This is an optimization exercise on Yosys and OpenROAD, whose aim is small area, a short achievable clock period and few clock cycles per item, not a production implementation. At most, simulation tests tie the RTL to the original design; equivalence was not proved. No functional check of the RTL was part of runs 4 and 5. Power figures rest on the tool's default switching activity, not on a simulated workload.

File: flow/constraint.sdc
create_clock -name core_clock -period 5.0 [get_ports {aclk}]
set_input_delay 1.0000 -clock core_clock [delete_from_list [all_inputs] [get_ports {aclk}]]
set_output_delay 1.0000 -clock core_clock [all_outputs]
set_load 0.01 [all_outputs]
File: flow/design.v
`default_nettype none
package bdq_pkg;
    localparam int OP_W     = 3;
    localparam int STATUS_W = 2;
    localparam int VALUE_W  = 32;
    localparam logic [OP_W-1:0] OP_PUSH_FRONT = 3'd0;
    localparam logic [OP_W-1:0] OP_PUSH_BACK  = 3'd1;
    localparam logic [OP_W-1:0] OP_LIST       = 3'd2;
    localparam logic [OP_W-1:0] OP_POP_FRONT  = 3'd3;
    localparam logic [OP_W-1:0] OP_POP_BACK   = 3'd4;
    localparam logic [STATUS_W-1:0] STAT_OK    = 2'd0;
    localparam logic [STATUS_W-1:0] STAT_EMPTY = 2'd1;
    localparam logic [STATUS_W-1:0] STAT_FULL  = 2'd2;
endpackage
`default_nettype wire
`default_nettype none
import bdq_pkg::*;
module bounded_deque_with_dump
#(
    parameter int DEPTH      = 16,
    parameter int DATA_WIDTH = 32
) (
    input  wire logic                         aclk,
    input  wire logic                         aresetn,
    input  wire logic                         s_valid,
    output logic                              s_ready,
    input  wire logic        [OP_W-1:0]       s_op,
    input  wire logic signed [VALUE_W-1:0]    s_value,
    output logic                              m_valid,
    input  wire logic                         m_ready,
    output logic             [STATUS_W-1:0]   m_status,
    output logic signed      [VALUE_W-1:0]    m_data,
    output logic             [$clog2(DEPTH+1)-1:0] m_fill,
    output logic                              m_last
);
    localparam int CNT_W = $clog2(DEPTH + 1);
    localparam int PTR_W = $clog2(DEPTH);
    logic [DATA_WIDTH-1:0] mem [DEPTH];
    logic [PTR_W-1:0]      head_q, tail_q;      
    logic [CNT_W-1:0]      cnt_q;
    logic                  empty_q;
    logic                  rdy_q;
    logic [DEPTH-1:0]      wen_q;               
    logic                  dv_q;                
    logic [STATUS_W-1:0]   d_st_q;
    logic [CNT_W-1:0]      d_fill_q;
    logic                  d_last_q;
    logic                  d_more_q;            
    logic [PTR_W-1:0]      d_rem_q;             
    logic [DEPTH-1:0]      d_rsel_q;            
    logic                  ov_q;                
    logic [STATUS_W-1:0]   o_st_q;
    logic [VALUE_W-1:0]    o_data_q;
    logic [CNT_W-1:0]      o_fill_q;
    logic                  o_last_q;
    logic                  kv_q;                
    logic [STATUS_W-1:0]   k_st_q;
    logic [VALUE_W-1:0]    k_data_q;
    logic [CNT_W-1:0]      k_fill_q;
    logic                  k_last_q;
    logic                  kv_n, dv_n, more_n;
    logic                  acc;
    logic                  full;
    logic                  is_push, is_list, is_popf, is_popb, is_pop;
    logic [DEPTH-1:0]      head_oh, tail_oh, back_oh;
    assign acc     = s_valid && rdy_q;
    assign full    = cnt_q[CNT_W-1];
    assign is_push = (s_op == OP_PUSH_FRONT) || (s_op == OP_PUSH_BACK);
    assign is_list = (s_op == OP_LIST);
    assign is_popf = (s_op == OP_POP_FRONT);
    assign is_popb = (s_op == OP_POP_BACK);
    assign is_pop  = is_popf || is_popb;
    always_comb begin
        for (int i = 0; i < DEPTH; i++) begin
            head_oh[i] = (head_q == PTR_W'(i));
            tail_oh[i] = (tail_q == PTR_W'(i));
            back_oh[i] = (tail_q == PTR_W'(i + 1));
        end
    end
    logic [STATUS_W-1:0]   n_st;
    logic [CNT_W-1:0]      n_fill;
    logic                  n_last, n_more;
    logic [PTR_W-1:0]      n_rem;
    logic [DEPTH-1:0]      n_rsel;
    always_comb begin
        n_st   = STAT_OK;
        n_fill = cnt_q;
        n_last = 1'b1;
        n_more = 1'b0;
        n_rem  = PTR_W'(cnt_q - CNT_W'(2));
        n_rsel = '0;
        if (is_push) begin
            if (full) n_st = STAT_FULL;
            else      n_fill = cnt_q + CNT_W'(1);
        end else if (is_list || is_pop) begin
            if (empty_q) begin
                n_st = STAT_EMPTY;
            end else begin
                n_rsel = is_popb ? back_oh : head_oh;
                if (is_pop) begin
                    n_fill = cnt_q - CNT_W'(1);
                end else begin
                    n_last = (cnt_q == CNT_W'(1));
                    n_more = !n_last;
                end
            end
        end
    end
    logic [PTR_W-1:0]      head_n, tail_n;
    logic [CNT_W-1:0]      cnt_n;
    always_comb begin
        head_n = head_q;
        tail_n = tail_q;
        cnt_n  = cnt_q;
        if (acc) begin
            if (is_push && !full) begin
                cnt_n = cnt_q + CNT_W'(1);
                if (s_op[0]) tail_n = tail_q + PTR_W'(1);
                else         head_n = head_q - PTR_W'(1);
            end
            if (is_pop && !empty_q) begin
                cnt_n = cnt_q - CNT_W'(1);
                if (is_popf) head_n = head_q + PTR_W'(1);
                else         tail_n = tail_q - PTR_W'(1);
            end
        end
    end
    logic                  take_pf, take_pb, take_qf, take_qb, full_n;
    logic [DEPTH-1:0]      wen_h, wen_t, wen_n;
    assign take_pf = acc && (s_op == OP_PUSH_FRONT) && !full;
    assign take_pb = acc && (s_op == OP_PUSH_BACK)  && !full;
    assign take_qf = acc && is_popf && !empty_q;
    assign take_qb = acc && is_popb && !empty_q;
    assign full_n  = (take_pf || take_pb) ? (cnt_q == CNT_W'(DEPTH - 1))
                                          : (full && !(take_qf || take_qb));
    always_comb begin
        for (int i = 0; i < DEPTH; i++) begin
            wen_h[i] = take_pf ? head_oh[(i + 2) % DEPTH] :
                       take_qf ? head_oh[i] : head_oh[(i + 1) % DEPTH];
            wen_t[i] = take_pb ? tail_oh[(i + DEPTH - 1) % DEPTH] :
                       take_qb ? tail_oh[(i + 1) % DEPTH] : tail_oh[i];
        end
        wen_n = (wen_h | wen_t) & {DEPTH{!(kv_n && dv_n) && !full_n}};
    end
    logic                  fire, take;
    logic [VALUE_W-1:0]    b_data;
    assign fire = dv_q && !kv_q;
    assign take = m_ready || !ov_q;
    always_comb begin
        b_data = '0;
        for (int i = 0; i < DEPTH; i++) b_data = b_data | (mem[i] & {VALUE_W{d_rsel_q[i]}});
    end
    assign kv_n   = !take && (kv_q || fire);
    assign dv_n   = acc || (dv_q && !(fire && !d_more_q));
    assign more_n = acc ? n_more : (fire ? (d_rem_q != '0) : d_more_q);
    always_ff @(posedge aclk) begin
        if (!aresetn) begin
            head_q   <= '0;
            tail_q   <= '0;
            cnt_q    <= '0;
            empty_q  <= 1'b1;
            dv_q     <= 1'b0;
            d_more_q <= 1'b0;
            kv_q     <= 1'b0;
            ov_q     <= 1'b0;
            rdy_q    <= 1'b1;
            wen_q    <= DEPTH'(1) | (DEPTH'(1) << (DEPTH - 1));
        end else begin
            head_q   <= head_n;
            tail_q   <= tail_n;
            cnt_q    <= cnt_n;
            empty_q  <= (cnt_n == '0);
            dv_q     <= dv_n;
            d_more_q <= more_n;
            kv_q     <= kv_n;
            rdy_q    <= !dv_n || (!kv_n && !more_n);
            if (take) ov_q <= kv_q || fire;
            wen_q    <= wen_n;
        end
    end
    always_ff @(posedge aclk) begin
        for (int i = 0; i < DEPTH; i++) begin
            if (wen_q[i]) mem[i] <= s_value;
        end
    end
    always_ff @(posedge aclk) begin
        if (acc) begin
            d_st_q   <= n_st;
            d_fill_q <= n_fill;
            d_last_q <= n_last;
            d_rem_q  <= n_rem;
            d_rsel_q <= n_rsel;
        end else if (fire) begin
            d_last_q <= (d_rem_q == '0);
            d_rem_q  <= d_rem_q - PTR_W'(1);
            d_rsel_q <= {d_rsel_q[DEPTH-2:0], d_rsel_q[DEPTH-1]};
        end
    end
    always_ff @(posedge aclk) begin
        if (!kv_q) begin
            k_st_q   <= d_st_q;
            k_data_q <= b_data;
            k_fill_q <= d_fill_q;
            k_last_q <= d_last_q;
        end
    end
    always_ff @(posedge aclk) begin
        if (take) begin
            o_st_q   <= kv_q ? k_st_q   : d_st_q;
            o_data_q <= kv_q ? k_data_q : b_data;
            o_fill_q <= kv_q ? k_fill_q : d_fill_q;
            o_last_q <= kv_q ? k_last_q : d_last_q;
        end
    end
    assign s_ready  = rdy_q;
    assign m_valid  = ov_q;
    assign m_status = o_st_q;
    assign m_data   = o_data_q;
    assign m_fill   = o_fill_q;
    assign m_last   = o_last_q;
endmodule
`default_nettype wire
File: flow/run.sh
#!/bin/bash
# synth_recipe.tcl (not shown) runs the flow's synth.tcl, then flattens the netlist and writes it again
# the make line also repeats each setting of config.mk as NAME=value (left out here)
make -C /OpenROAD-flow-scripts/flow DESIGN_CONFIG=/design/flow/config.mk WORK_HOME=/design/flow/orfs CLKGATE_MAP_FILE= SYNTH_SCRIPT=/design/flow/synth_recipe.tcl finish
File: flow/config.mk
export PLATFORM = sky130hd
export DESIGN_NAME = bounded_deque_with_dump
export DESIGN_NICKNAME = bounded_deque_with_dump
export VERILOG_FILES = /design/flow/design.v
export SDC_FILE = /design/flow/constraint.sdc
export NUM_CORES = 4
export LEC_CHECK = 0
export ABC_CLOCK_PERIOD_IN_PS = 2000
export CAP_MARGIN = 20
export CORE_MARGIN = 2
export CORE_UTILIZATION = 50
export CTS_BUF_LIST = sky130_fd_sc_hd__clkbuf_4 sky130_fd_sc_hd__clkbuf_8
export SETUP_SLACK_MARGIN = 2.9
export SLEW_MARGIN = 20
==> run notes, run 1 <==
clock group share of total power=39.3%; clock transition at the registers of the reported paths=0.06 ns; P&R area growth vs syn=16.7%; worst-margin pin slew=1.01 ns; Avg Cell Area, Syn=17.2 µm²; die footprint=50,300 µm²; unrepaired setup endpoints after global routing=yes; post-synthesis sequential area ratio=78.0%; R2R Path End=o_data_q[3]$_DFFE_PP_; Post-synth top flop=edfxtp_1; leakage power=9.40 nW; Num CTS Buffers=104; initial core utilization=50.7%; largest net degree at the start of global routing=34; DRT iter0 DRCs=1,451; Setup violations, final=0; Max-Cap Viols=0; Die X=224 µm; final setup TNS=0 ns; Yosys warning total=2; top cell type's share of synthesized area=71.8%; number of gates on the worst path with buffers counted=1; drt via density=6.30; Port Buffer Count=80; routed wire length=65,700 µm; gpl congestion=0.851; Setup crit end kind=output port; Root Buffer=clkbuf_8; total gr overflow=0; Die Ht=224 µm; Final Hold Vio Count=0; Final HPWL DP=32,100 µm; pins over their slew limit=0; sw frac=23.7%; CTS H-tree lvls=3; period utilisation layout=45.3%; Yosys reg bits=655; fin nets=1,627; Clock Skew=0.0412 ns; fin util=59.2%; Peak supply drop=0.179 mV; IO Pins=81; Worst R2R Path Depth=5; crit path launch type=flip-flop; worst skew pair latency=0.72 ns; critical path's top delay family=flip-flops; clk sink count=655; clock buffer depth=3; remaining antenna violation count=0; count leader, synth=edfxtp_1; core area=47,800 µm²; num rows=80; logic gate share of total power=8.6%; Post-synth ARST share=0%; share of cells above drive strength 1=24.6%; DR WL/cell=28.9 µm; Critical Path Max Stage Delay=0.41 ns; post-synthesis cell type with the largest combined area=edfxtp_1; CP bufs+invs=1; antenna violations before repair=3; FF-to-FF Start=d_rsel_q[10]$_DFFE_PP_; Worst EP required=4.00 ns; worst setup path endpoint=m_data[15]; Min Hold Slack=0.469 ns; worst setup path class=flip-flop to output port; post-synthesis instance area=24,300 µm²; Psw=0.00284 W; critical path fanouts, max=1; Post-Syn Nets=1,471; reg2reg setup slack=2.95 ns; Post-synth top cells=edfxtp_1 (580), a22o_1 (136), a221oi_1 (130), clkbuf_1 (80), dfxtp_1 (75); critical path, cell by cell=buf_2; Worst Hold Depth=1; max frequency=0.441 GHz; global-route wire length before repair=94,900 µm; vias in the first global route=14.3k; top post-synthesis cells by area=edfxtp_1 (72%), dfxtp_1 (6.2%), a22o_1 (4.9%); HP Class=flip-flop to flip-flop; Int Power=0.00911 W; DRT Pass-1 Iters=6; crit path DAT=1.27 ns; Pwr Total=0.0120 W; run status=complete, no violations; Post-synth EDFFs=580; CTS Hold Buffers Added=0; Yosys cell types=57; # DRC=0; CP Launch Point=o_data_q[15]$_DFFE_PP_; Flop pwr share=52.1%; post-synthesis cell count=1,413; minimum clock period=2.27 ns; Slowest-stage cell, CP=edfxtp_1; Vias=14.3k; TritonCTS clock tree=built; all-layer global routing usage=26.3%; Max-slew headroom=32.7%; Cell Pwr Density=422 nW/µm²
==> cell usage in the layout, fill, tap and decap left out, types with 5 or more instances in the layout <==
master	instances
nor2_1	34
nand3_2	6
buf_6	10
nand3_1	19
xnor2_1	12
a31oi_1	21
mux2_2	40
inv_1	12
buf_2	43
and2_1	5
dfxtp_1	53
nand4_1	33
clkinv_1	21
a221oi_2	6
buf_4	52
o21ai_1	20
a32oi_1	9
clkbuf_8	117
a22o_1	136
clkdlybuf4s50_1	33
dfxtp_2	18
and3_1	14
nor3_1	6
clkinv_2	14
a21oi_1	19
edfxtp_1	580
a221oi_1	125
ha_1	18
clkbuf_4	34
nand2_1	38
o21ai_0	15
==> flip-flops by register name, indices dropped and copies added (netlist names), 2 cells and up <==
signal and flops:
cnt_q 5, d_fill_q 5, d_rem_q 4, d_rsel_q 16, d_st_q 2, head_q 4, k_data_q 32, k_fill_q 5
k_st_q 2, mem 512, o_data_q 32, o_fill_q 5, o_st_q 2, tail_q 4, wen_q 16
==> cells by family after synthesis <==
family,count (synthesis),synth area share (%)
flops,655,78.0
simple gates,190,4.14
mux,46,2.12
fa+ha+maj,19,0.980
buf+inv,114,1.83
xor+xnor,14,0.506
compound gates,375,12.4
==> metrics by stage <==
step	cells	worst slack (ns)	area (µm²)
detailed placement	2045	1.25	25900
floorplan	1413	2.51	24500
global placement	2045	1.33	25900
finish	2274	2.73	28300
CTS	2260	2.69	28100
global route	2273	2.69	28300
==> layout make-up <==
class / instances / area, µm²
well taps: 615 / 769
repair buffers: 144 / 1130
clock inverters: 44 / 319
multi-input cells: 648 / 5200
inverters: 16 / 71.3
clock buffers: 150 / 1860
diodes: 2 / 5.00
fillers: 3649 / 19500
flip-flops and latches: 655 / 19000
==> metal layers <==
metal	wire, µm	GRT usage (%)
met2	31400	42.2
met5	33	0
met3	4130	4.52
met1	28700	37.4
met4	1430	7.61
==> power groups by stage <==
stage	registers (W)	logic (W)	clock network, W
after floorplan	0.00635	0.000522	0
after global placement	0.00638	0.000927	0
after detailed placement	0.00638	0.000935	0
after CTS	0.00623	0.00100	0.00477
after global routing	0.00624	0.00109	0.00500
final	0.00623	0.00103	0.00470
==> timing repair <==
action,4_1_cts,5_1_grt
gates cloned,3,1
hold endpoints to repair,0,0
endpoints found under the setup margin,185,68
resized for setup,218,31
pin swaps,3,5
setup buffers,18,11
==> how the worst min path moves through the flow <==
stage | start | to | slack [ns]
after detailed placement | k_fill_q[2]$_DFF_P_ | k_fill_q[2]$_DFF_P_ | 0.46
after CTS | k_fill_q[2]$_DFF_P_ | k_fill_q[2]$_DFF_P_ | 0.47
final | k_fill_q[2]$_DFF_P_ | k_fill_q[2]$_DFF_P_ | 0.47
after global placement | k_data_q[8]$_DFF_P_ | k_data_q[8]$_DFF_P_ | 0.45
after floorplan | k_fill_q[0]$_DFF_P_ | k_fill_q[0]$_DFF_P_ | 0.45
after global routing | k_data_q[29]$_DFF_P_ | k_data_q[29]$_DFF_P_ | 0.48
Testbench counts, summed over its fixed seeds: cycles 11,579, items 8,000.
==> inputs of run 2 (changes only) <==
--- a/flow/config.mk
+++ b/flow/config.mk
@@ -9,6 +9,5 @@
 export CAP_MARGIN = 20
 export CORE_MARGIN = 2
 export CORE_UTILIZATION = 50
-export CTS_BUF_LIST = sky130_fd_sc_hd__clkbuf_4 sky130_fd_sc_hd__clkbuf_8
 export SETUP_SLACK_MARGIN = 2.9
 export SLEW_MARGIN = 20
==> run 2 against run 1 <==
  * First-iteration DRC count rose by 11%
  * Register-to-register slack got worse by 0.03 ns
  * Via count is 1.4% lower
  * Sequential power barely moved
  * Hold slack about the same
==> run notes, run 2 <==
Port Buffer Count=80; all-layer global routing usage=26.2%; crit path DAT=1.15 ns; CP bufs+invs=1; Die X=224 µm; Top Metal Used=met5; Cell Pwr Density=423 nW/µm²; CTS Hold Buffers Added=0; final setup TNS=0 ns; Clock Skew=0.0154 ns; IO Pins=81; top post-synthesis cells by area=edfxtp_1 (72%), dfxtp_1 (6.2%), a22o_1 (4.9%); Yosys cell types=57; P&R area growth vs syn=16.6%; pins over their slew limit=0; antenna violations before repair=3; worst setup margin=2.85 ns; Die Ht=224 µm; most common cell after layout, fill and taps aside=edfxtp_1; most frequent cells in the layout=edfxtp_1 (580), a22o_1 (136), a221oi_1 (124); met3 wire length=4340 µm; pre-CTS setup slack=1.25 ns; post-synthesis cell type with the largest combined area=edfxtp_1; remaining antenna violation count=0; period utilisation layout=43.1%; Slowest-stage cell, CP=edfxtp_1; crit path launch type=flip-flop; drt via density=6.43; Critical Path Max Stage Delay=0.41 ns; Yosys reg bits=655; global-route wire length before repair=94,000 µm; max frequency=0.464 GHz; die footprint=50,300 µm²; HP Class=flip-flop to flip-flop; Post-Syn Nets=1,471; count leader, synth=edfxtp_1; top cell type's share of synthesized area=71.8%; Peak supply drop=0.236 mV; routed length on met2=31,300 µm; largest net degree at the start of global routing=34; Avg Cell Area, Syn=17.2 µm²; critical path fanouts, max=1; clk sink count=655; gpl congestion=0.851; # DRC=0; critical path's top delay family=flip-flops; critical path, cell by cell=buf_2; Largest register FFs=512; Yosys warning total=2; Setup crit end kind=output port; minimum clock period=2.15 ns; worst-margin pin slew=0.970 ns; DR WL/cell=29.9 µm; unrepaired setup endpoints after global routing=yes; vias in the first global route=14.0k; Top reg by flops=mem; Max-Cap Viols=0; run status=complete, no violations; share of cells above drive strength 1=20.6%; leakage power=9.28 nW; initial core utilization=50.7%; routed wire length=65,700 µm; TritonCTS clock tree=built; worst setup path class=flip-flop to output port; Max-slew headroom=35.1%; Post-synth ARST share=0%; post-synthesis sequential area ratio=78.0%; Final HPWL DP=32,100 µm; CTS H-tree lvls=3; post-synthesis instance area=24,300 µm²; clock transition at the registers of the reported paths=0.06 ns; Vias=14.1k; top flop regs=mem x512, k_data_q x32, o_data_q x32; core area=47,800 µm²; Final Hold Vio Count=0; post-synthesis cell count=1,413; clock buffer depth=3; Worst EP required=4.00 ns; DRT iter0 DRCs=1,610; total gr overflow=0; Post-synth top flop=edfxtp_1; Post-synth EDFFs=580; Num CTS Buffers=67; num rows=80; worst skew pair latency=0.60 ns; Root Buffer=clkbuf_16; Setup violations, final=0; DRT Pass-1 Iters=5; M1 WL=28,300 µm; fin nets=1,591; Post-synth top cells=edfxtp_1 (580), a22o_1 (136), a221oi_1 (130), clkbuf_1 (80), dfxtp_1 (75)
## run 2: cell counts after synthesis
No cell type changed its count.
## run 2: what timing repair did
item                                    4_1_cts  5_1_grt
gates cloned                                  4        2
buffers inserted                             22        6
gates resized for setup                     226       42
pin swaps                                     4        7
hold endpoints to repair                      0        0
endpoints found under the setup margin      188       82
## run 2: layout make-up
| class | count | area (µm²) |
|---|---|---|
| antenna | 1 | 2.50 |
| clock buffer | 89 | 1860 |
| clock inverter | 29 | 186 |
| fill | 3619 | 19600 |
| inverter | 16 | 71.3 |
| multi-input combinational | 649 | 5260 |
| sequential | 655 | 19000 |
| tap | 615 | 769 |
| timing repair buffer | 144 | 1180 |
## run 2: metal layers
metal	global-route usage [%]	vias to the layer above
met2	41.7	551
met5	0	-
met1	37.1	7369
li1	-	6089
met4	8.08	4
met3	4.61	118
## run 2: stage by stage
step	power, W	hold WS [ns]	instance area, µm²	utilization [%]	cells
2_1_floorplan	0.00687	0.446	24500	-	1413
3_3_place_gp	0.00731	0.453	25900	54.1	2045
3_5_place_dp	0.00732	0.461	25900	54.1	2045
4_1_cts	0.0120	0.474	28000	58.6	2189
5_1_grt	0.0123	0.482	28300	59.1	2198
6_report	0.0120	0.469	28300	59.1	2198
## run 2: cell families (layout without fill, tap and decap cells)
kind of cell    after synthesis  after routing  synth area share (%)
mux                          46             46                  2.12
simple gates                190            195                  4.14
fa+ha+maj                    19             19                 0.980
flops                       655            655                  78.0
xor+xnor                     14             14                 0.506
compound gates              375            375                  12.4
other cells                   0              1                     0
buf+inv                     114            278                  1.83
## run 2: report_power, final
group	switching (W)	total, W	internal [W]
clock network	0.00199	0.00470	0.00271
logic	0.000678	0.00104	0.000366
registers	0.0000741	0.00623	0.00615
total	0.00274	0.0120	0.00922
## run 2: path summary, 6_finish.rpt
| kind | startpoint | end | slack [ns] | depth (start not counted) |
|---|---|---|---|---|
| worst max-delay path | o_data_q[15]$_DFFE_PP_ | m_data[15] | 2.85 | 1 |
| worst min-delay path | k_fill_q[2]$_DFF_P_ | k_fill_q[2]$_DFF_P_ | 0.47 | 1 |
| worst max register to register | d_rsel_q[1]$_DFFE_PP_ | o_data_q[17]$_DFFE_PP_ | 2.92 | 6 |
| worst min register to register | k_fill_q[2]$_DFF_P_ | k_fill_q[2]$_DFF_P_ | 0.47 | 1 |
==> inputs of run 3 (changes only) <==
--- a/flow/config.mk
+++ b/flow/config.mk
@@ -8,6 +8,8 @@
 export ABC_CLOCK_PERIOD_IN_PS = 2000
 export CAP_MARGIN = 20
 export CORE_MARGIN = 2
-export CORE_UTILIZATION = 50
+export CORE_UTILIZATION = 65
+export CTS_CLUSTER_DIAMETER = 60
+export CTS_CLUSTER_SIZE = 25
 export SETUP_SLACK_MARGIN = 2.9
 export SLEW_MARGIN = 20
==> run 3 against run 2 <==
  * Still clean
  * Non-clock buffer count is 2 higher
  * Clock skew grew 0.0041 ns
  * Clock-buffer cell count down 40
  * Hold slack better by 0.011 ns
  * First-iteration DRC count shrank 7.5%
  * Synthesized cell count stayed put
  * Sequential share of layout area increased by 2.3 points
  * Cell area fell by 3.3%
  * Die area decreased by 23%
  * Critical path depth unchanged
==> run notes, run 3 <==
Post-Syn Nets=1,471; Largest register FFs=512; DRT iter0 DRCs=1,489; largest family of logic cells by synthesized area=compound AO/OA/AOI/OAI gates; Die Ht=197 µm; Setup crit end kind=output port; antenna violations before repair=2; Clock Skew=0.0195 ns; all-layer global routing usage=32.4%; DRT Pass-1 Iters=5; fin nets=1,563; drt via density=7.04; Setup violations, final=0; fin util=74.5%; post-synthesis cell type with the largest combined area=edfxtp_1; clock transition at the registers of the reported paths=0.09 ns; remaining antenna violation count=0; Num CTS Buffers=38; share of cells above drive strength 1=19.9%; Post-synth ARST share=0%; core area=36,700 µm²; Cell Pwr Density=391 nW/µm²; critical path fanouts, max=1; max frequency=0.467 GHz; Die X=197 µm; Worst Hold Depth=1; global-route wire length before repair=90,000 µm; CTS H-tree lvls=2; total gr overflow=0; Max-Cap Viols=0; num rows=70; minimum clock period=2.14 ns; largest net degree at the start of global routing=35; critical path's top delay family=flip-flops; Yosys reg bits=655; Vias=14.1k; post-synthesis adder-cell area fraction=0.980%; most frequent cells in the layout=edfxtp_1 (580), a22o_1 (136), a221oi_1 (124); Final HPWL DP=31,500 µm; hold_sp=k_data_q[0]$_DFF_P_; Yosys warning total=2; Slowest-stage cell, CP=edfxtp_1; Max-slew headroom=21.7%; unrepaired setup endpoints after global routing=yes; CP bufs+invs=1; crit path DAT=1.14 ns; Yosys cell types=57; final setup TNS=0 ns; post-synthesis sequential area ratio=78.0%; Fill cells=2,234; P&R area growth vs syn=12.7%; IO Pins=81; critical path, cell by cell=buf_2; Port Buffer Count=80; count leader, synth=edfxtp_1; Post-synth top flop=edfxtp_1; CTS Hold Buffers Added=0; worst skew pair latency=0.58 ns; Root Buffer=clkbuf_16; Worst EP required=4.00 ns; clock buffer depth=3; FF-to-FF Start=d_rsel_q[6]$_DFFE_PP_; crit path launch type=flip-flop; die footprint=38,900 µm²; Avg Cell Area, Syn=17.2 µm²; Worst R2R Path Depth=5; Final Hold Vio Count=0; clk sink count=655; top post-synthesis cells by area=edfxtp_1 (72%), dfxtp_1 (6.2%), a22o_1 (4.9%); post-synthesis instance area=24,300 µm²; top cell type's share of synthesized area=71.8%; most common cell after layout, fill and taps aside=edfxtp_1; Min Hold Slack=0.480 ns; post-synthesis cell count=1,413; pre-CTS setup slack=1.23 ns; post-synthesis compound-gate area fraction=12.4%; gpl congestion=0.873; TritonCTS clock tree=built; Peak supply drop=0.349 mV; worst setup path class=flip-flop to output port; number of gates on the worst path with buffers counted=1; pins over their slew limit=0; # DRC=0; Synth Area in XOR/XNOR=0.505%; routed wire length=61,800 µm; DR WL/cell=30.9 µm; Critical Path Max Stage Delay=0.41 ns; Post-synth EDFFs=580; Post-synth top cells=edfxtp_1 (580), a22o_1 (136), a221oi_1 (130), clkbuf_1 (80), dfxtp_1 (75); Top reg by flops=mem; leakage power=8.93 nW; post-synthesis mux area share=2.12%; worst-margin pin slew=1.17 ns; top flop regs=mem x512, k_data_q x32, o_data_q x32; worst setup margin=2.86 ns; HP Class=flip-flop to flip-flop; period utilisation layout=42.8%; run status=complete, no violations; vias in the first global route=13.9k; CP Launch Point=o_data_q[15]$_DFFE_PP_; initial core utilization=66.1%; simple-gate share of the synthesized area=4.14%
## run 3: cell counts after synthesis
Identical to the previous run, type by type.
## run 3: cell type report
type                            count  area [µm²]  area share [%]
Antenna cell                        1        2.50         0.00915
Clock buffer                       49        1090            3.97
Clock inverter                     19         198           0.723
Inverter                           16        73.8           0.270
Multi-Input combinational cell    648        5260            19.2
Sequential cell                   655       19000            69.3
Tap cell                          468         586            2.14
Timing Repair Buffer              146        1190            4.34
## run 3: through the flow
step	area, µm²	power (W)	instances
after floorplan	24500	0.00687	1413
after global placement	25700	0.00728	1894
after detailed placement	25700	0.00730	1894
after CTS	27100	0.0107	1997
after global routing	27300	0.0110	2001
final	27300	0.0107	2002
## run 3: cell families (layout without fill, tap and decap cells)
logic type,count (synthesis),count (layout)
AOI/OAI and AO/OA,375,375
xor gates and xnor gates,14,14
adders and majority gates,19,19
buffers and inverters,114,230
DFF,655,655
muxes,46,46
other,0,1
and+or+nand+nor,190,194
## run 3: where the power goes
group	internal, W	switching [W]
registers	0.00614	0.0000782
logic	0.000369	0.000667
clock network	0.00162	0.00181
total	0.00813	0.00256
## run 3: layer usage
metal | wire (µm) | global-route usage (%) | up-vias
li1 | - | - | 6000
met1 | 24200 | 45.7 | 7128
met2 | 29900 | 52.1 | 857
met3 | 6320 | 6.71 | 111
met4 | 1460 | 9.30 | 2
met5 | 16 | 0 | -
## run 3: path summary, 6_finish.rpt
kind	to	slack (ns)
min reg2reg	k_data_q[0]$_DFF_P_	0.48
max	m_data[15]	2.86
max reg2reg	o_data_q[31]$_DFFE_PP_	2.90
min	k_data_q[0]$_DFF_P_	0.48
## run 3: timing repair
item                                    in CTS  in global routing
pin swaps                                    8                 13
gates resized for setup                    227                 47
buffers inserted                            31                  4
endpoints found under the setup margin     189                 77
hold endpoints to repair                     0                  0
cloned                                       4                  0
==> inputs of run 4 (changes only) <==
--- a/flow/design.v
+++ b/flow/design.v
@@ -58,7 +58,6 @@
     logic [VALUE_W-1:0]    k_data_q;
     logic [CNT_W-1:0]      k_fill_q;
     logic                  k_last_q;
-    logic                  kv_n, dv_n, more_n;
     logic                  acc;
     logic                  full;
     logic                  is_push, is_list, is_popf, is_popb, is_pop;
@@ -125,23 +124,6 @@
             end
         end
     end
-    logic                  take_pf, take_pb, take_qf, take_qb, full_n;
-    logic [DEPTH-1:0]      wen_h, wen_t, wen_n;
-    assign take_pf = acc && (s_op == OP_PUSH_FRONT) && !full;
-    assign take_pb = acc && (s_op == OP_PUSH_BACK)  && !full;
-    assign take_qf = acc && is_popf && !empty_q;
-    assign take_qb = acc && is_popb && !empty_q;
-    assign full_n  = (take_pf || take_pb) ? (cnt_q == CNT_W'(DEPTH - 1))
-                                          : (full && !(take_qf || take_qb));
-    always_comb begin
-        for (int i = 0; i < DEPTH; i++) begin
-            wen_h[i] = take_pf ? head_oh[(i + 2) % DEPTH] :
-                       take_qf ? head_oh[i] : head_oh[(i + 1) % DEPTH];
-            wen_t[i] = take_pb ? tail_oh[(i + DEPTH - 1) % DEPTH] :
-                       take_qb ? tail_oh[(i + 1) % DEPTH] : tail_oh[i];
-        end
-        wen_n = (wen_h | wen_t) & {DEPTH{!(kv_n && dv_n) && !full_n}};
-    end
     logic                  fire, take;
     logic [VALUE_W-1:0]    b_data;
     assign fire = dv_q && !kv_q;
@@ -150,6 +132,7 @@
         b_data = '0;
         for (int i = 0; i < DEPTH; i++) b_data = b_data | (mem[i] & {VALUE_W{d_rsel_q[i]}});
     end
+    logic                  kv_n, dv_n, more_n;
     assign kv_n   = !take && (kv_q || fire);
     assign dv_n   = acc || (dv_q && !(fire && !d_more_q));
     assign more_n = acc ? n_more : (fire ? (d_rem_q != '0) : d_more_q);
@@ -175,7 +158,9 @@
             kv_q     <= kv_n;
             rdy_q    <= !dv_n || (!kv_n && !more_n);
             if (take) ov_q <= kv_q || fire;
-            wen_q    <= wen_n;
+            for (int i = 0; i < DEPTH; i++)
+                wen_q[i] <= !(kv_n && dv_n) && !cnt_n[CNT_W-1] &&
+                            (head_n == PTR_W'(i + 1) || tail_n == PTR_W'(i));
         end
     end
     always_ff @(posedge aclk) begin
--- a/flow/config.mk
+++ b/flow/config.mk
@@ -8,8 +8,6 @@
 export ABC_CLOCK_PERIOD_IN_PS = 2000
 export CAP_MARGIN = 20
 export CORE_MARGIN = 2
-export CORE_UTILIZATION = 65
-export CTS_CLUSTER_DIAMETER = 60
-export CTS_CLUSTER_SIZE = 25
-export SETUP_SLACK_MARGIN = 2.9
+export CORE_UTILIZATION = 50
+export SETUP_SLACK_MARGIN = 2.8
 export SLEW_MARGIN = 20
==> run 4 against run 3 <==
  * Still clean on timing, DRC and antenna
  * Clock power grew 44%
  * Via count grew 0.28%
  * Hold slack lost 0.030 ns
  * Total power grew 16%
  * Die area grew 29%
  * Non-clock buffer count grew 31
  * First-iteration DRC count grew 3.7%
  * Critical path depth grew 7
  * Area after synthesis shrank 0.52%
  * Synthesized cell count grew 1.4%
  * Utilization shrank 14 points
==> run notes, run 4 <==
CTS H-tree lvls=3; Critical Path Max Stage Delay=0.39 ns; antenna violations before repair=2; largest net degree at the start of global routing=66; Worst Hold Depth=2; Post-synth top flop=edfxtp_1; period utilisation layout=45.8%; crit path DAT=2.82 ns; critical path fanouts, max=5; Die Ht=224 µm; all-layer global routing usage=25.4%; Cell Pwr Density=432 nW/µm²; gpl congestion=0.825; worst skew pair latency=0.60 ns; Max-Cap Viols=0; Largest register FFs=512; unrepaired setup endpoints after global routing=yes; Top reg by flops=mem; clock buffer depth=3; post-synthesis cell count=1,433; vias in the first global route=13.8k; Root Buffer=clkbuf_16; Final Hold Vio Count=0; P&R area growth vs syn=18.7%; minimum clock period=2.29 ns; share of cells above drive strength 1=20.9%; DR WL/cell=28.0 µm; worst setup path class=input port to flip-flop; Worst EP required=5.53 ns; TritonCTS clock tree=built; worst-margin pin slew=1.10 ns; Peak supply drop=0.271 mV; HP Class=flip-flop to flip-flop; Yosys reg bits=655; num rows=80; Slowest-stage cell, CP=or3_4; fin nets=1,656; hold_sp=k_data_q[12]$_DFF_P_; Post-Syn Nets=1,490; most frequent cells in the layout=edfxtp_1 (580), a22oi_1 (121), buf_4 (86); most common cell after layout, fill and taps aside=edfxtp_1; fin util=60.1%; # DRC=0; count leader, synth=edfxtp_1; FF-to-FF Start=head_q[1]$_SDFF_PN0_; final setup TNS=0 ns; Max-slew headroom=26.6%; initial core utilization=50.6%; drt via density=6.23; post-synthesis sequential area ratio=78.4%; global-route wire length before repair=91,500 µm; Avg Cell Area, Syn=16.8 µm²; run status=complete, no violations; die footprint=50,000 µm²; top post-synthesis cells by area=edfxtp_1 (72%), dfxtp_1 (6.2%), a22oi_1 (3.8%); critical path, cell by cell=buf_12 -> or3_4 -> a211oi_4 -> buf_6 -> mux2i_4 -> and2_4 -> or3b_1 -> a21oi_1; Worst R2R Path Depth=7; IO Pins=81; Port Buffer Count=80; clk sink count=655; total gr overflow=0; Die X=224 µm; Final HPWL DP=31,500 µm; Endpoint, Worst Hold=k_data_q[12]$_DFF_P_; reg2reg setup slack=2.83 ns; core area=47,600 µm²; Post-synth EDFFs=580; routed wire length=63,600 µm; top flop regs=mem x512, k_data_q x32, o_data_q x32; Clock Skew=0.0226 ns; Post-synth top cells=edfxtp_1 (580), a22oi_1 (122), dfxtp_1 (75), a22o_1 (70), a221oi_1 (68); Post-synth ARST share=0%; max frequency=0.436 GHz; pins over their slew limit=0; Yosys warning total=2; Setup crit end kind=flip-flop; Setup violations, final=0; Yosys cell types=60; clock transition at the registers of the reported paths=0.06 ns; post-synthesis cell type with the largest combined area=edfxtp_1; DRT Pass-1 Iters=5; top cell type's share of synthesized area=72.2%; post-synthesis instance area=24,100 µm²; leakage power=9.61 nW; crit path launch type=input port; R2R Path End=wen_q[14]$_SDFF_PN0_; remaining antenna violation count=0; DRT iter0 DRCs=1,544; Num CTS Buffers=69; Vias=14.1k
==> run 4: cell count changes in the layout (fill, tap and decap cells not counted), sizes merged, moves of 22 or more <==
cell    before  now
a21oi       22   53
a221oi     131   68
a22o       136   70
a22oi        2  122
buf        112  137
clkbuf      49   99
mux2        43   21
==> run 4: area by class of cell <==
cell class / count / area [µm²]
multi-input combinational: 662 / 5160
sequential: 655 / 19000
clock buffer: 99 / 1970
fill: 3563 / 19000
inverter: 34 / 135
tap: 615 / 769
clock inverter: 27 / 225
timing repair buffer: 177 / 1420
antenna: 1 / 2.50
==> run 4: worst max-delay path by stage <==
stage / start / end / slack, ns / depth (start not counted)
floorplan: s_op[0] / wen_q[11]$_SDFF_PN0_ / 2.14 / 7
global placement: s_op[1] / wen_q[11]$_SDFF_PN0_ / 1.23 / 7
detailed placement: s_op[1] / wen_q[7]$_SDFF_PN0_ / 1.11 / 7
CTS: s_op[0] / wen_q[11]$_SDFF_PN0_ / 2.72 / 8
global route: s_op[0] / wen_q[11]$_SDFF_PN0_ / 2.66 / 8
finish: s_op[0] / wen_q[11]$_SDFF_PN0_ / 2.71 / 8
==> run 4: power breakdown <==
group / switching (W) / internal, W / leakage [nW]
logic: 0.000737 / 0.000384 / 2.58
clock network: 0.00204 / 0.00291 / 1.07
registers: 0.0000946 / 0.00622 / 5.95
total: 0.00287 / 0.00952 / 9.61
==> run 4: timing repair <==
action	in CTS	in global routing
pin swaps	12	7
gates resized for setup	225	42
gates cloned	1	1
setup buffers	46	10
endpoints found under the setup margin	168	48
hold buffers	0	0
==> run 4: cells by family (layout without fill, tap and decap cells) <==
kind of cell	Yosys count	count (layout)	synth area share [%]
DFF	655	655	78.4
xor gates and xnor gates	14	15	0.508
other	0	1	0
adders and majority gates	18	18	0.933
buffers and inverters	118	337	1.90
muxes	26	26	1.19
AOI/OAI and AO/OA	379	379	11.8
and+or+nand+nor	223	224	5.24
==> run 4: stage by stage <==
step | std cells | worst slack (ns) | instance area (µm²) | hold slack [ns] | power, W
final | 2270 | 2.71 | 28600 | 0.450 | 0.0124
after floorplan | 1433 | 2.14 | 24300 | 0.430 | 0.00697
after detailed placement | 2085 | 1.11 | 25800 | 0.446 | 0.00747
after global routing | 2270 | 2.66 | 28600 | 0.467 | 0.0128
after global placement | 2084 | 1.23 | 25800 | 0.438 | 0.00745
after CTS | 2258 | 2.72 | 28400 | 0.455 | 0.0124
==> run 4: worst max-delay path, delay by kind of cell <==
| family | cells | cell delay [ns] |
|---|---|---|
| buf+inv | 2 | 0.26 |
| simple gates | 3 | 0.92 |
| mux | 1 | 0.28 |
| compound gates | 2 | 0.36 |
==> run 4: per-layer routing <==
layer	vias up	global-route usage (%)	share of wire, %
met3	80	3.99	7.5
li1	6173	-	-
met4	2	6.71	1.6
met5	-	0	0.020
met1	7283	36.1	43
met2	600	41.4	48
==> inputs of run 5 (changes only) <==
--- a/flow/config.mk
+++ b/flow/config.mk
@@ -9,5 +9,5 @@
 export CAP_MARGIN = 20
 export CORE_MARGIN = 2
 export CORE_UTILIZATION = 50
-export SETUP_SLACK_MARGIN = 2.8
+export SETUP_SLACK_MARGIN = 2.5
 export SLEW_MARGIN = 20
==> run 5 against run 4 <==
  * Critical endpoint is now m_status[1]
  * Combinational power is essentially flat
  * Cell area fell by 1.2%
  * Global-route usage barely moved
  * Wire length grew 0.12%
  * Critical path type is now flip-flop to output port
  * Sequential power barely moved
  * Synthesized cell count unchanged
  * Clock power decreased by 2%
  * Hold slack better by 0.0039 ns
==> run notes, run 5 <==
CP bufs+invs=1; sw frac=22.8%; P&R area growth vs syn=17.3%; Flop pwr share=51.5%; Post-synth EDFFs=580; non-filler instance count after layout=2,241; crit path DAT=1.45 ns; logic gate share of total power=8.9%; Psw=0.00280 W; Yosys warning total=2; most frequent cells in the layout=edfxtp_1 (580), a22oi_1 (122), clkbuf_16 (73), clkdlybuf4s50_1 (73), buf_4 (71); Worst EP required=4.00 ns; CTS Hold Buffers Added=0; Port Buffer Count=80; worst setup path endpoint=m_status[1]; total gr overflow=0; Setup crit end kind=output port; clock transition at the registers of the reported paths=0.06 ns; Max-Cap Viols=0; CTS H-tree lvls=3; number of gates on the worst path with buffers counted=1; Final Hold Vio Count=0; global-route wire length before repair=91,900 µm; Peak supply drop=0.245 mV; Largest register FFs=512; drt via density=6.34; Post-Syn Nets=1,490; multi-input logic area=4890 µm²; critical path fanouts, max=1; Top reg by flops=mem; gpl congestion=0.833; Post-synth top flop=edfxtp_1; # DRC=0; most common cell after layout, fill and taps aside=edfxtp_1; Fill cells=3,576; Cell Pwr Density=434 nW/µm²; remaining antenna violation count=0; CP Launch Point=o_st_q[1]$_DFFE_PP_; post-synthesis sequential area ratio=78.4%; core area=47,600 µm²; antenna violations before repair=3; Setup violations, final=0; critical path, cell by cell=clkdlybuf4s50_1; worst-margin pin slew=1.16 ns; leakage power=9.45 nW; share of cells above drive strength 1=14.5%; Avg Cell Area, Syn=16.8 µm²; Vias=14.2k; count leader, synth=edfxtp_1; Final HPWL DP=31,600 µm; initial core utilization=50.6%; worst setup path class=flip-flop to output port; FF-to-FF Start=d_rsel_q[5]$_DFFE_PP_; die footprint=50,000 µm²; Worst R2R Path Depth=5; Yosys reg bits=655; Yosys cell types=60; largest net degree at the start of global routing=66; DRT Pass-1 Iters=5; top flop regs=mem x512, k_data_q x32, o_data_q x32; Slowest-stage cell, CP=clkdlybuf4s50_1; fin nets=1,630; routed wire length=63,700 µm; fin util=59.4%; vias in the first global route=13.8k; Post-synth ARST share=0%; Int Power=0.00947 W; minimum clock period=2.45 ns; R2R Path End=o_data_q[1]$_DFFE_PP_; pins over their slew limit=0; Min Hold Slack=0.454 ns; final setup TNS=0 ns; dpl cells=2,083; top cell type's share of synthesized area=72.2%; post-synthesis instance area=24,100 µm²; Critical Path Max Stage Delay=0.54 ns; post-synthesis cell count=1,433; top post-synthesis cells by area=edfxtp_1 (72%), dfxtp_1 (6.2%), a22oi_1 (3.8%); crit path launch type=flip-flop; unrepaired setup endpoints after global routing=no; run status=complete, no violations; Num CTS Buffers=67; Clock Skew=0.0160 ns; Die Ht=224 µm; critical path's top delay family=buffers and inverters; worst skew pair latency=0.58 ns; TritonCTS clock tree=built; reg2reg setup slack=2.68 ns; DR WL/cell=28.4 µm; post-synthesis cell type with the largest combined area=edfxtp_1; clock buffer depth=3; max frequency=0.407 GHz; IO Pins=81; num rows=80; DRT iter0 DRCs=1,519; all-layer global routing usage=25.4%; period utilisation layout=49.1%; clock group share of total power=39.6%; Die X=224 µm; register area=18,900 µm²; HP Class=flip-flop to flip-flop; Post-synth top cells=edfxtp_1 (580), a22oi_1 (122), dfxtp_1 (75), a22o_1 (70), a221oi_1 (68); Max-slew headroom=22.8%; Root Buffer=clkbuf_16; clk sink count=655
run 5: cell counts after synthesis:
No cell type changed its count.
run 5: tightest hold or removal path, stage by stage (launching register included):
cell,delay [ns]
dfxtp_1,0.30
inv_1,0.04
a21oi_1,0.06
run 5: timing repair:
action | 4_1_cts | 5_1_grt
gates cloned | 2 | 0
endpoints found under the setup margin | 61 | 27
gates resized for setup | 32 | 18
setup buffers | 20 | 14
pin swaps | 2 | 2
run 5: cell families (layout without fill, tap and decap cells):
| logic type | count (synthesis) | count (layout) | share of synthesized area [%] |
|---|---|---|---|
| AND/OR/NAND/NOR | 223 | 223 | 5.24 |
| flip-flops | 655 | 655 | 78.4 |
| buffers and inverters | 118 | 310 | 1.90 |
| XOR/XNOR | 14 | 14 | 0.508 |
| other | 0 | 1 | 0 |
| adder cells (fa/ha/maj) | 18 | 18 | 0.933 |
| multiplexers | 26 | 26 | 1.19 |
| AO/OA/AOI/OAI | 379 | 379 | 11.8 |
run 5: power by group through the flow:
stage / Sequential, W / Combinational (W) / Clock [W]
2_1_floorplan: 0.00646 / 0.000502 / 0
3_3_place_gp: 0.00650 / 0.000946 / 0
3_5_place_dp: 0.00651 / 0.000956 / 0
4_1_cts: 0.00635 / 0.00104 / 0.00492
5_1_grt: 0.00634 / 0.00116 / 0.00512
6_report: 0.00632 / 0.00109 / 0.00486
run 5: per-stage QoR:
step / worst slack [ns] / total power [W] / instance area (µm²)
final: 2.55 / 0.0123 / 28300
after global routing: 2.51 / 0.0126 / 28300
after CTS: 2.50 / 0.0123 / 28100
after detailed placement: 1.11 / 0.00746 / 25700
after global placement: 1.28 / 0.00745 / 25700
after floorplan: 2.14 / 0.00697 / 24200
run 5: worst min path at each step:
stage	from	endpoint	slack (ns)	depth (start not counted)
final	k_data_q[26]$_DFF_P_	k_data_q[26]$_DFF_P_	0.45	2
after global routing	k_data_q[19]$_DFF_P_	k_data_q[19]$_DFF_P_	0.47	2
after CTS	k_data_q[19]$_DFF_P_	k_data_q[19]$_DFF_P_	0.46	2
after detailed placement	k_data_q[26]$_DFF_P_	k_data_q[26]$_DFF_P_	0.45	2
after global placement	k_data_q[2]$_DFF_P_	k_data_q[2]$_DFF_P_	0.44	2
after floorplan	k_data_q[11]$_DFF_P_	k_data_q[11]$_DFF_P_	0.43	2
run 5: final cells by class:
cell class                 instances  area share, %
clock inverter                    23          0.712
tap                              615           2.72
antenna                            1        0.00884
sequential                       655           66.9
inverter                          34          0.464
multi-input combinational        660           17.3
clock buffer                      98           6.79
timing repair buffer             155           5.08
run 5: routing by layer:
metal  up-vias  global-route usage, %  wire, µm
met4         4                   6.88      1280
met5         -                      0        30
li1       6110                      -         -
met3        90                   3.61      4570
met2       583                   41.8     31100
met1      7424                   36.0     26700
==> inputs of run 6 (changes only) <==
--- a/flow/design.v
+++ b/flow/design.v
@@ -40,7 +40,6 @@
     logic [CNT_W-1:0]      cnt_q;
     logic                  empty_q;
     logic                  rdy_q;
-    logic [DEPTH-1:0]      wen_q;               
     logic                  dv_q;                
     logic [STATUS_W-1:0]   d_st_q;
     logic [CNT_W-1:0]      d_fill_q;
@@ -58,6 +57,7 @@
     logic [VALUE_W-1:0]    k_data_q;
     logic [CNT_W-1:0]      k_fill_q;
     logic                  k_last_q;
+    logic                  kv_n, dv_n, more_n;
     logic                  acc;
     logic                  full;
     logic                  is_push, is_list, is_popf, is_popb, is_pop;
@@ -132,7 +132,6 @@
         b_data = '0;
         for (int i = 0; i < DEPTH; i++) b_data = b_data | (mem[i] & {VALUE_W{d_rsel_q[i]}});
     end
-    logic                  kv_n, dv_n, more_n;
     assign kv_n   = !take && (kv_q || fire);
     assign dv_n   = acc || (dv_q && !(fire && !d_more_q));
     assign more_n = acc ? n_more : (fire ? (d_rem_q != '0) : d_more_q);
@@ -147,7 +146,6 @@
             kv_q     <= 1'b0;
             ov_q     <= 1'b0;
             rdy_q    <= 1'b1;
-            wen_q    <= DEPTH'(1) | (DEPTH'(1) << (DEPTH - 1));
         end else begin
             head_q   <= head_n;
             tail_q   <= tail_n;
@@ -158,14 +156,16 @@
             kv_q     <= kv_n;
             rdy_q    <= !dv_n || (!kv_n && !more_n);
             if (take) ov_q <= kv_q || fire;
-            for (int i = 0; i < DEPTH; i++)
-                wen_q[i] <= !(kv_n && dv_n) && !cnt_n[CNT_W-1] &&
-                            (head_n == PTR_W'(i + 1) || tail_n == PTR_W'(i));
-        end
+        end
+    end
+    logic [DEPTH-1:0]      wen;
+    always_comb begin
+        for (int i = 0; i < DEPTH; i++)
+            wen[i] = !(kv_q && dv_q) && !full && (head_oh[(i + 1) % DEPTH] || tail_oh[i]);
     end
     always_ff @(posedge aclk) begin
         for (int i = 0; i < DEPTH; i++) begin
-            if (wen_q[i]) mem[i] <= s_value;
+            if (wen[i]) mem[i] <= s_value;
         end
     end
     always_ff @(posedge aclk) begin
==> flow/config.mk (replaced) <==
export PLATFORM = sky130hd
export DESIGN_NAME = bounded_deque_with_dump
export DESIGN_NICKNAME = bounded_deque_with_dump
export VERILOG_FILES = /design/flow/design.v
export SDC_FILE = /design/flow/constraint.sdc
export NUM_CORES = 4
export LEC_CHECK = 0
export ABC_AREA = 1
export CAP_MARGIN = 20
export CORE_MARGIN = 2
export CORE_UTILIZATION = 65
export CTS_CLUSTER_DIAMETER = 60
export CTS_CLUSTER_SIZE = 25
export SETUP_SLACK_MARGIN = 2.9
export SLEW_MARGIN = 20
==> run 6 against run 5 <==
  * Non-clock buffer count increased by 9
  * Critical path depth unchanged
  * Highest routed layer unchanged
  * Still clean
  * Synthesized cell count increased by 23%
  * Area after synthesis decreased by 0.38%
  * Register-to-register slack improved by 0.27 ns
  * Cell count increased by 6.4%
==> run notes, run 6 <==
Post-synth top flop=edfxtp_1; Critical Path Max Stage Delay=0.39 ns; run status=complete, no violations; final setup TNS=0 ns; Top reg by flops=mem; CTS H-tree lvls=2; Post-synth EDFFs=580; Port Buffer Count=80; routed wire length=62,200 µm; Die X=196 µm; Post-synth top cells=edfxtp_1 (580), nand2_1 (519), nor2_1 (90), a21oi_1 (79), nand3_1 (66); minimum clock period=2.12 ns; DRT iter0 DRCs=1,661; Final Hold Vio Count=0; post-synthesis instance area=24,000 µm²; IO Pins=81; P&R area growth vs syn=13.0%; CP bufs+invs=1; worst skew pair latency=0.59 ns; critical path fanouts, max=1; crit path launch type=flip-flop; antenna violations before repair=3; period utilisation layout=42.4%; worst-margin pin slew=0.724 ns; clock transition at the registers of the reported paths=0.09 ns; vias in the first global route=14.2k; Avg Cell Area, Syn=13.6 µm²; all-layer global routing usage=33.1%; gpl congestion=0.911; initial core utilization=65.8%; Max-Cap Viols=0; drt via density=6.29; CP Launch Point=o_data_q[8]$_DFFE_PP_; post-synthesis sequential area ratio=77.4%; Clock Skew=0.0293 ns; Vias=15.0k; largest net degree at the start of global routing=43; R2R Path End=mem[9][4]$_DFFE_PP_; max frequency=0.471 GHz; post-synthesis cell type with the largest combined area=edfxtp_1; Max-slew headroom=51.7%; critical path's top delay family=flip-flops; Pwr Total=0.0105 W; most common cell after layout, fill and taps aside=edfxtp_1; Post-Syn Nets=1,822; top post-synthesis cells by area=edfxtp_1 (72%), nand2_1 (8.1%), dfxtp_1 (4.9%); num rows=70; fin util=74.4%; Yosys cell types=40; DRT Pass-1 Iters=5; top cell type's share of synthesized area=72.4%; reg2reg setup slack=2.95 ns; Num CTS Buffers=38; # DRC=0; Largest register FFs=512; total gr overflow=0; Post-synth ARST share=0%; DR WL/cell=26.1 µm; Worst EP required=4.00 ns; worst setup path class=flip-flop to output port; Worst R2R Path Depth=5; FF-to-FF Start=tail_q[1]$_SDFFE_PN0P_; pins over their slew limit=0; die footprint=38,500 µm²; Area after DPL=25,600 µm²; critical path, cell by cell=buf_2; TritonCTS clock tree=built; post-synthesis cell count=1,765; Yosys reg bits=639; number of gates on the worst path with buffers counted=1; Cell Pwr Density=388 nW/µm²; final instance area=27,200 µm²; Peak supply drop=0.289 mV; worst setup path endpoint=m_data[8]; top flop regs=mem x512, k_data_q x32, o_data_q x32; n_diodes=0; remaining antenna violation count=0; fin nets=1,943; crit path DAT=1.12 ns; leakage power=9.55 nW; Setup violations, final=0; Final HPWL DP=31,900 µm; core area=36,500 µm²; unrepaired setup endpoints after global routing=yes; clock buffer depth=3; Die Ht=196 µm; global-route wire length before repair=91,100 µm; share of cells above drive strength 1=12.9%; Root Buffer=clkbuf_16; Setup crit end kind=output port; most frequent cells in the layout=edfxtp_1 (580), nand2_1 (517), nor2_1 (89); clk sink count=639; Yosys warning total=2; CTS Hold Buffers Added=0; Slowest-stage cell, CP=edfxtp_1; hold_sp=k_fill_q[0]$_DFF_P_; count leader, synth=edfxtp_1; HP Class=flip-flop to flip-flop
[run 6: cell types whose count changed in the layout (fill, tap and decap cells not counted), moves of 15 or more]
cell             previous run  this run
a21oi_4                     1        18
clkbuf_16                  73        41
nor2_1                     21        89
a22o_1                     70        23
clkbuf_1                   25         9
a22oi_1                   122         0
nand3_1                    35        66
buf_2                       1        42
dfxtp_2                    19         3
clkdlybuf4s50_1            73        35
a221oi_1                   68        49
nand2_1                    23       517
mux2_2                     21         0
a21oi_1                    48        63
[run 6: final cells by class]
cell class                      instances  area, µm²
Inverter                               44        171
Tap cell                              468        586
Multi-Input combinational cell        999       5170
Timing Repair Buffer                  164       1360
Clock buffer                           51       1070
Fill cell                            2365       9370
Clock inverter                         19        196
Sequential cell                       639      18600
[run 6: through the flow]
| step | hold slack [ns] | worst slack (ns) | instances |
|---|---|---|---|
| 2_1_floorplan | 0.414 | 2.22 | 1765 |
| 3_5_place_dp | 0.432 | 1.98 | 2266 |
| 3_3_place_gp | 0.428 | 2.07 | 2265 |
| 6_report | 0.452 | 2.88 | 2384 |
| 5_1_grt | 0.479 | 2.83 | 2384 |
| 4_1_cts | 0.454 | 2.86 | 2377 |
[run 6: timing repair]
item | 4_1_cts | 5_1_grt
setup buffers | 38 | 7
gates cloned | 3 | 0
hold endpoints to repair | 0 | 0
gates resized for setup | 180 | 17
pin swaps | 12 | 2
setup endpoints to repair | 383 | 276
[run 6: metal layers]
layer | global-route usage, % | vias up | share of wire (%)
met1 | 48.5 | 7423 | 39
met2 | 51.7 | 812 | 47
met3 | 6.22 | 125 | 11
met4 | 9.51 | 8 | 2.5
li1 | - | 6632 | -
met5 | 2.17 | - | 0.22
[run 6: how the worst min path moves through the flow]
stage | endpoint | cells after the start | slack, ns
6_report | k_fill_q[0]$_DFF_P_ | 2 | 0.45
5_1_grt | k_fill_q[2]$_DFF_P_ | 2 | 0.48
4_1_cts | k_st_q[0]$_DFF_P_ | 2 | 0.45
3_5_place_dp | k_st_q[0]$_DFF_P_ | 2 | 0.43
3_3_place_gp | k_st_q[0]$_DFF_P_ | 2 | 0.43
2_1_floorplan | k_st_q[0]$_DFF_P_ | 2 | 0.41
[run 6: report_power, final]
part	total [W]	switching, W	internal, W
clock network	0.00340	0.00180	0.00160
logic	0.00102	0.000710	0.000306
registers	0.00612	0.0000724	0.00604
[run 6: kinds of logic (layout without fill, tap and decap cells)]
kind of cell / Yosys count / count (layout) / synth area share (%)
simple gates: 761 / 762 / 13.2
flops: 639 / 639 / 77.4
compound gates: 209 / 211 / 6.00
buf+inv: 130 / 278 / 2.20
fa+ha+maj: 18 / 18 / 0.937
xor+xnor: 8 / 8 / 0.291
Testbench counts of run 6, summed over its fixed seeds: cycles 11,579, items 8,000.
==> inputs of run 7 (changes only) <==
--- a/flow/config.mk
+++ b/flow/config.mk
@@ -5,7 +5,7 @@
 export SDC_FILE = /design/flow/constraint.sdc
 export NUM_CORES = 4
 export LEC_CHECK = 0
-export ABC_AREA = 1
+export ABC_CLOCK_PERIOD_IN_PS = 2000
 export CAP_MARGIN = 20
 export CORE_MARGIN = 2
 export CORE_UTILIZATION = 65
==> run 7 against run 6 <==
  * Still clean
  * Cell count down 20%
  * Flip-flop and latch count unchanged
  * Area after synthesis down 2.5%
  * Via count down 12%
  * Setup slack worse by 0.041 ns
  * Critical path depth unchanged
  * Register-to-register slack about the same
  * Sequential share of layout area up 1.7 points
  * Die area down 2.4%
  * First-iteration DRC count down 0.30%
  * Critical endpoint is now m_data[17]
  * Largest cell class unchanged
==> run notes, run 7 <==
top flop regs=mem x512, k_data_q x32, o_data_q x32; met2 Usage GRT=48.4%; routed wire length=56,600 µm; remaining antenna violation count=0; leakage power=8.58 nW; # DRC=0; period utilisation layout=43.3%; Setup violations, final=0; post-synthesis mux area share=2.18%; Post-Syn Nets=1,364; max frequency=0.462 GHz; HP Class=flip-flop to flip-flop; multi-input logic area=4690 µm²; non-filler instance count after layout=1,902; CTS Hold Buffers Added=0; DR WL/cell=29.8 µm; Num CTS Buffers=37; Max-slew headroom=44.7%; Max-Cap Viols=0; Largest register FFs=512; post-synthesis cell type with the largest combined area=edfxtp_1; CP bufs+invs=1; run status=complete, no violations; FF-to-FF Start=d_rsel_q[0]$_DFFE_PP_; post-synthesis compound-gate area fraction=11.8%; Yosys reg bits=639; Final HPWL DP=28,700 µm; Psw=0.00246 W; Post-synth ARST share=0%; DRT Pass-1 Iters=5; logic gate share of total power=9.4%; Setup crit end kind=output port; largest family of logic cells by synthesized area=compound AO/OA/AOI/OAI gates; global-route wire length before repair=83,300 µm; all-layer global routing usage=30.4%; final setup TNS=0 ns; antenna violations before repair=1; clock group share of total power=32.1%; post-synthesis adder-cell area fraction=0.961%; Synth Area in XOR/XNOR=0.635%; CTS H-tree lvls=2; Pwr Total=0.0105 W; Worst EP required=4.00 ns; post-synthesis sequential area ratio=79.3%; pre-CTS setup slack=1.57 ns; Critical Path Max Stage Delay=0.43 ns; fin util=74.5%; Yosys warning total=2; Fill cells=2,179; top post-synthesis cells by area=edfxtp_1 (74%), a22o_1 (5.4%), dfxtp_1 (5.0%); Die X=194 µm; clk sink count=639; worst skew pair latency=0.56 ns; Top reg by flops=mem; share of cells above drive strength 1=18.3%; fin nets=1,468; post-synthesis instance area=23,400 µm²; Post-synth top flop=edfxtp_1; hold_sp=k_data_q[22]$_DFF_P_; sw frac=23.5%; clock buffer depth=3; met3 usage=4.28%; unrepaired setup endpoints after global routing=yes; Avg Cell Area, Syn=17.9 µm²; crit path DAT=1.16 ns; Post-synth top cells=edfxtp_1 (580), a22o_1 (144), a221oi_1 (129), clkbuf_1 (79), dfxtp_1 (59); GR peak layer=met2; critical path's top delay family=flip-flops; post-synthesis cell count=1,307; num rows=69; Int Power=0.00803 W; TritonCTS clock tree=built; Flop pwr share=58.5%; worst setup path class=flip-flop to output port; worst setup margin=2.84 ns; die footprint=37,600 µm²; dpl cells=1,797; Peak supply drop=0.341 mV; crit path launch type=flip-flop; largest net degree at the start of global routing=44; vias in the first global route=12.9k; total gr overflow=0; Slowest-stage cell, CP=edfxtp_1; top cell type's share of synthesized area=74.3%; count leader, synth=edfxtp_1; IO Pins=81; most frequent cells in the layout=edfxtp_1 (580), a22o_1 (144), a221oi_1 (129); Die Ht=194 µm; CP Launch Point=o_data_q[17]$_DFFE_PP_; Port Buffer Count=80; drt via density=6.91; Cell Pwr Density=396 nW/µm²; register area=18,600 µm²; critical path, cell by cell=buf_2; worst-margin pin slew=0.830 ns; met1 GRT Util=45.2%; gpl congestion=0.901; critical path fanouts, max=1; Final Hold Vio Count=0; minimum clock period=2.16 ns; P&R area growth vs syn=13.1%; DRT iter0 DRCs=1,656; Post-synth EDFFs=580; Root Buffer=clkbuf_16; core area=35,600 µm²; pins over their slew limit=0; initial core utilization=65.9%; Yosys cell types=49; clock transition at the registers of the reported paths=0.09 ns; most common cell after layout, fill and taps aside=edfxtp_1; simple-gate share of the synthesized area=3.37%; Clock Skew=0.0191 ns; Vias=13.1k
-- run 7: layout make-up --
cell class	instances	area share (%)
inverters	14	0.241
multi-input cells	566	17.7
flip-flops and latches	639	70.2
clock inverters	20	0.812
repair buffers	153	4.88
diodes	1	0.00944
well taps	461	2.18
clock buffers	48	4.00
-- run 7: through the flow --
step           hold WS, ns  instance area (µm²)
6_report             0.476                26500
5_1_grt              0.490                26500
4_1_cts              0.482                26300
3_5_place_dp         0.460                25000
3_3_place_gp         0.452                25000
2_1_floorplan        0.446                23700
-- run 7: logic make-up (layout without fill, tap and decap cells) --
logic type | count (synthesis) | count (layout)
adder cells (fa/ha/maj) | 18 | 18
AO/OA/AOI/OAI | 335 | 335
multiplexers | 46 | 46
buffers and inverters | 102 | 235
flip-flops | 639 | 639
other | 0 | 1
XOR/XNOR | 17 | 17
AND/OR/NAND/NOR | 150 | 150
-- run 7: power by group through the flow --
stage               Combinational, W  Sequential [W]  Clock, W
finish                      0.000982         0.00614   0.00337
global route                 0.00104         0.00616   0.00360
CTS                         0.000955         0.00614   0.00342
detailed placement          0.000908         0.00630         0
global placement            0.000900         0.00629         0
floorplan                   0.000532         0.00624         0
-- run 7: path summary, 6_finish.rpt --
| path | end | slack (ns) | cells past startpoint |
|---|---|---|---|
| hold reg to reg | k_data_q[22]$_DFF_P_ | 0.48 | 1 |
| setup / recovery | m_data[17] | 2.84 | 1 |
| hold / removal | k_data_q[22]$_DFF_P_ | 0.48 | 1 |
| setup reg to reg | o_data_q[31]$_DFFE_PP_ | 2.96 | 5 |
-- run 7: repair_timing --
action,in CTS,in global routing
pin swaps,8,3
gates resized for setup,202,33
buffers inserted,25,11
cloned,0,0
setup endpoints to repair,653,325
-- run 7: metal layers --
layer  part of all wire [%]  wire [µm]
met1                     40      22500
met2                     48      27100
met3                     10       5680
met4                    2.4       1370
met5                      0          0
==> inputs of run 8 (changes only) <==
--- a/flow/config.mk
+++ b/flow/config.mk
@@ -11,5 +11,5 @@
 export CORE_UTILIZATION = 65
 export CTS_CLUSTER_DIAMETER = 60
 export CTS_CLUSTER_SIZE = 25
-export SETUP_SLACK_MARGIN = 2.9
+export SETUP_SLACK_MARGIN = 3.05
 export SLEW_MARGIN = 20
==> run 8 against run 7 <==
  * Total power grew 3.4%
  * Clock power grew 6%
  * Sequential share of layout area shrank 2.8 points
  * Cell area grew 4.1%
  * Clock-buffer cell count shrank 3
  * Die area is the same
  * Sequential power is essentially flat
==> run notes, run 8 <==
clock buffer depth=3; Critical Path Max Stage Delay=0.44 ns; Worst R2R Path Depth=5; TritonCTS clock tree=built; hold_sp=k_fill_q[2]$_DFF_P_; DRT iter0 DRCs=2,009; reg2reg setup slack=3.03 ns; initial core utilization=65.9%; crit path launch type=flip-flop; Avg Cell Area, Syn=17.9 µm²; fin nets=1,512; remaining antenna violation count=0; worst-margin pin slew=0.602 ns; Max-Cap Viols=0; max frequency=0.456 GHz; period utilisation layout=43.8%; leakage power=9.00 nW; final setup TNS=0 ns; global-route wire length before repair=88,100 µm; Peak supply drop=0.404 mV; Setup violations, final=0; Post-synth top cells=edfxtp_1 (580), a22o_1 (144), a221oi_1 (129), clkbuf_1 (79), dfxtp_1 (59); core area=35,600 µm²; Top reg by flops=mem; routed wire length=62,400 µm; Clock Skew=0.0231 ns; top flop regs=mem x512, k_data_q x32, o_data_q x32; clock transition at the registers of the reported paths=0.08 ns; worst setup margin=2.81 ns; gpl congestion=0.854; critical path fanouts, max=1; Synth Area in XOR/XNOR=0.635%; Largest register FFs=512; Post-synth top flop=edfxtp_1; post-synthesis cell count=1,307; Yosys cell types=49; logic gate share of total power=10.5%; Setup crit end kind=output port; Vias=13.8k; Die Ht=194 µm; Flop pwr share=56.7%; P&R area growth vs syn=17.7%; critical path's top delay family=flip-flops; die footprint=37,600 µm²; post-synthesis cell type with the largest combined area=edfxtp_1; Root Buffer=clkbuf_16; register area=18,600 µm²; Psw=0.00258 W; largest family of logic cells by synthesized area=compound AO/OA/AOI/OAI gates; largest net degree at the start of global routing=44; Num CTS Buffers=37; run status=complete, no violations; simple-gate share of the synthesized area=3.37%; post-synthesis adder-cell area fraction=0.961%; most frequent cells in the layout=edfxtp_1 (580), a22o_1 (144), a221oi_1 (95); Worst Hold Depth=1; post-synthesis compound-gate area fraction=11.8%; clock group share of total power=32.8%; Post-synth EDFFs=580; # DRC=0; antenna violations before repair=3; post-synthesis instance area=23,400 µm²; minimum clock period=2.19 ns; pins over their slew limit=0; top cell type's share of synthesized area=74.3%; pre-CTS setup slack=1.49 ns; unrepaired setup endpoints after global routing=yes; top post-synthesis cells by area=edfxtp_1 (74%), a22o_1 (5.4%), dfxtp_1 (5.0%); Post-synth ARST share=0%; post-synthesis mux area share=2.18%; FF-to-FF Start=d_rsel_q[3]$_DFFE_PP_; Worst EP required=4.00 ns; DRT Pass-1 Iters=6; Port Buffer Count=80; Yosys reg bits=639; Post-Syn Nets=1,364; Max-slew headroom=59.7%; all-layer global routing usage=32.5%; DR WL/cell=32.1 µm; drt via density=7.07; R2R Path End=o_data_q[26]$_DFFE_PP_; CTS H-tree lvls=2; most common cell after layout, fill and taps aside=edfxtp_1; HP Class=flip-flop to flip-flop; sw frac=23.7%; Slowest-stage cell, CP=edfxtp_1; Yosys warning total=2; post-synthesis sequential area ratio=79.3%; critical path, cell by cell=buf_2; vias in the first global route=13.2k; CTS Hold Buffers Added=0; Die X=194 µm; IO Pins=81; Final Hold Vio Count=0; fin util=77.6%; Endpoint, Worst Hold=k_fill_q[2]$_DFF_P_; CP bufs+invs=1; share of cells above drive strength 1=24.6%; crit path DAT=1.19 ns; worst setup path class=flip-flop to output port; count leader, synth=edfxtp_1; num rows=69; Int Power=0.00827 W; Cell Pwr Density=393 nW/µm²; clk sink count=639; multi-input logic area=5160 µm²; total gr overflow=0; Fill cells=1,991; Final HPWL DP=29,600 µm; worst skew pair latency=0.59 ns
[run 8: cell types whose count changed in the layout (fill, tap and decap cells not counted), moves of 5 or more]
cell	before	now
a221oi_1	129	95
a221oi_2	0	34
buf_4	48	60
buf_12	6	16
buf_8	2	8
clkbuf_16	39	45
dfxtp_2	1	7
dfxtp_1	56	51
ha_1	18	13
[run 8: through the flow]
stage | hold slack, ns | power (W) | area [µm²] | std cells
2_1_floorplan | 0.446 | 0.00678 | 23700 | 1307
3_3_place_gp | 0.451 | 0.00718 | 25000 | 1795
3_5_place_dp | 0.458 | 0.00721 | 25000 | 1795
4_1_cts | 0.478 | 0.0107 | 26800 | 1916
5_1_grt | 0.491 | 0.0111 | 27600 | 1945
6_report | 0.474 | 0.0108 | 27600 | 1947
[run 8: timing repair]
action / CTS / global route
pin swaps: 6 / 14
resized for setup: 248 / 100
buffers inserted: 47 / 19
cloned: 6 / 10
setup endpoints to repair: 685 / 529
[run 8: worst max-delay path by stage]
stage	from	depth (start not counted)	end	slack [ns]
final	o_data_q[17]$_DFFE_PP_	1	m_data[17]	2.81
after detailed placement	s_op[1]	6	empty_q$_SDFF_PN1_	1.49
after floorplan	s_op[1]	7	empty_q$_SDFF_PN1_	2.74
after global routing	o_data_q[31]$_DFFE_PP_	1	m_data[31]	2.75
after global placement	s_op[1]	6	empty_q$_SDFF_PN1_	1.54
after CTS	o_data_q[31]$_DFFE_PP_	1	m_data[31]	2.79
[run 8: kinds of logic (layout without fill, tap and decap cells)]
family,after synthesis,in the layout
other cells,0,2
xor+xnor,17,17
fa+ha+maj,18,18
mux,46,46
buf+inv,102,270
simple gates,150,155
compound gates,335,339
flops,639,639
[run 8: layout make-up]
| type | count | area share [%] |
|---|---|---|
| clock buffers | 45 | 3.69 |
| inverters | 14 | 0.249 |
| repair buffers | 188 | 6.65 |
| flip-flops and latches | 639 | 67.4 |
| diodes | 2 | 0.0181 |
| well taps | 461 | 2.09 |
| multi-input cells | 575 | 18.7 |
| clock inverters | 23 | 1.18 |
[run 8: routing by layer]
metal,vias up,GRT usage [%],part of all wire (%)
li1,5717,-,-
met1,7035,47.3,38
met2,873,51.1,48
met3,130,6.17,11
met4,2,10.2,3.0
met5,-,0,0.030
[run 8: power by group through the flow]
stage	clock, W	sequential, W	combinational (W)
floorplan	0	0.00624	0.000534
global placement	0	0.00631	0.000871
detailed placement	0	0.00632	0.000884
CTS	0.00360	0.00614	0.00100
global route	0.00376	0.00617	0.00119
finish	0.00356	0.00615	0.00114
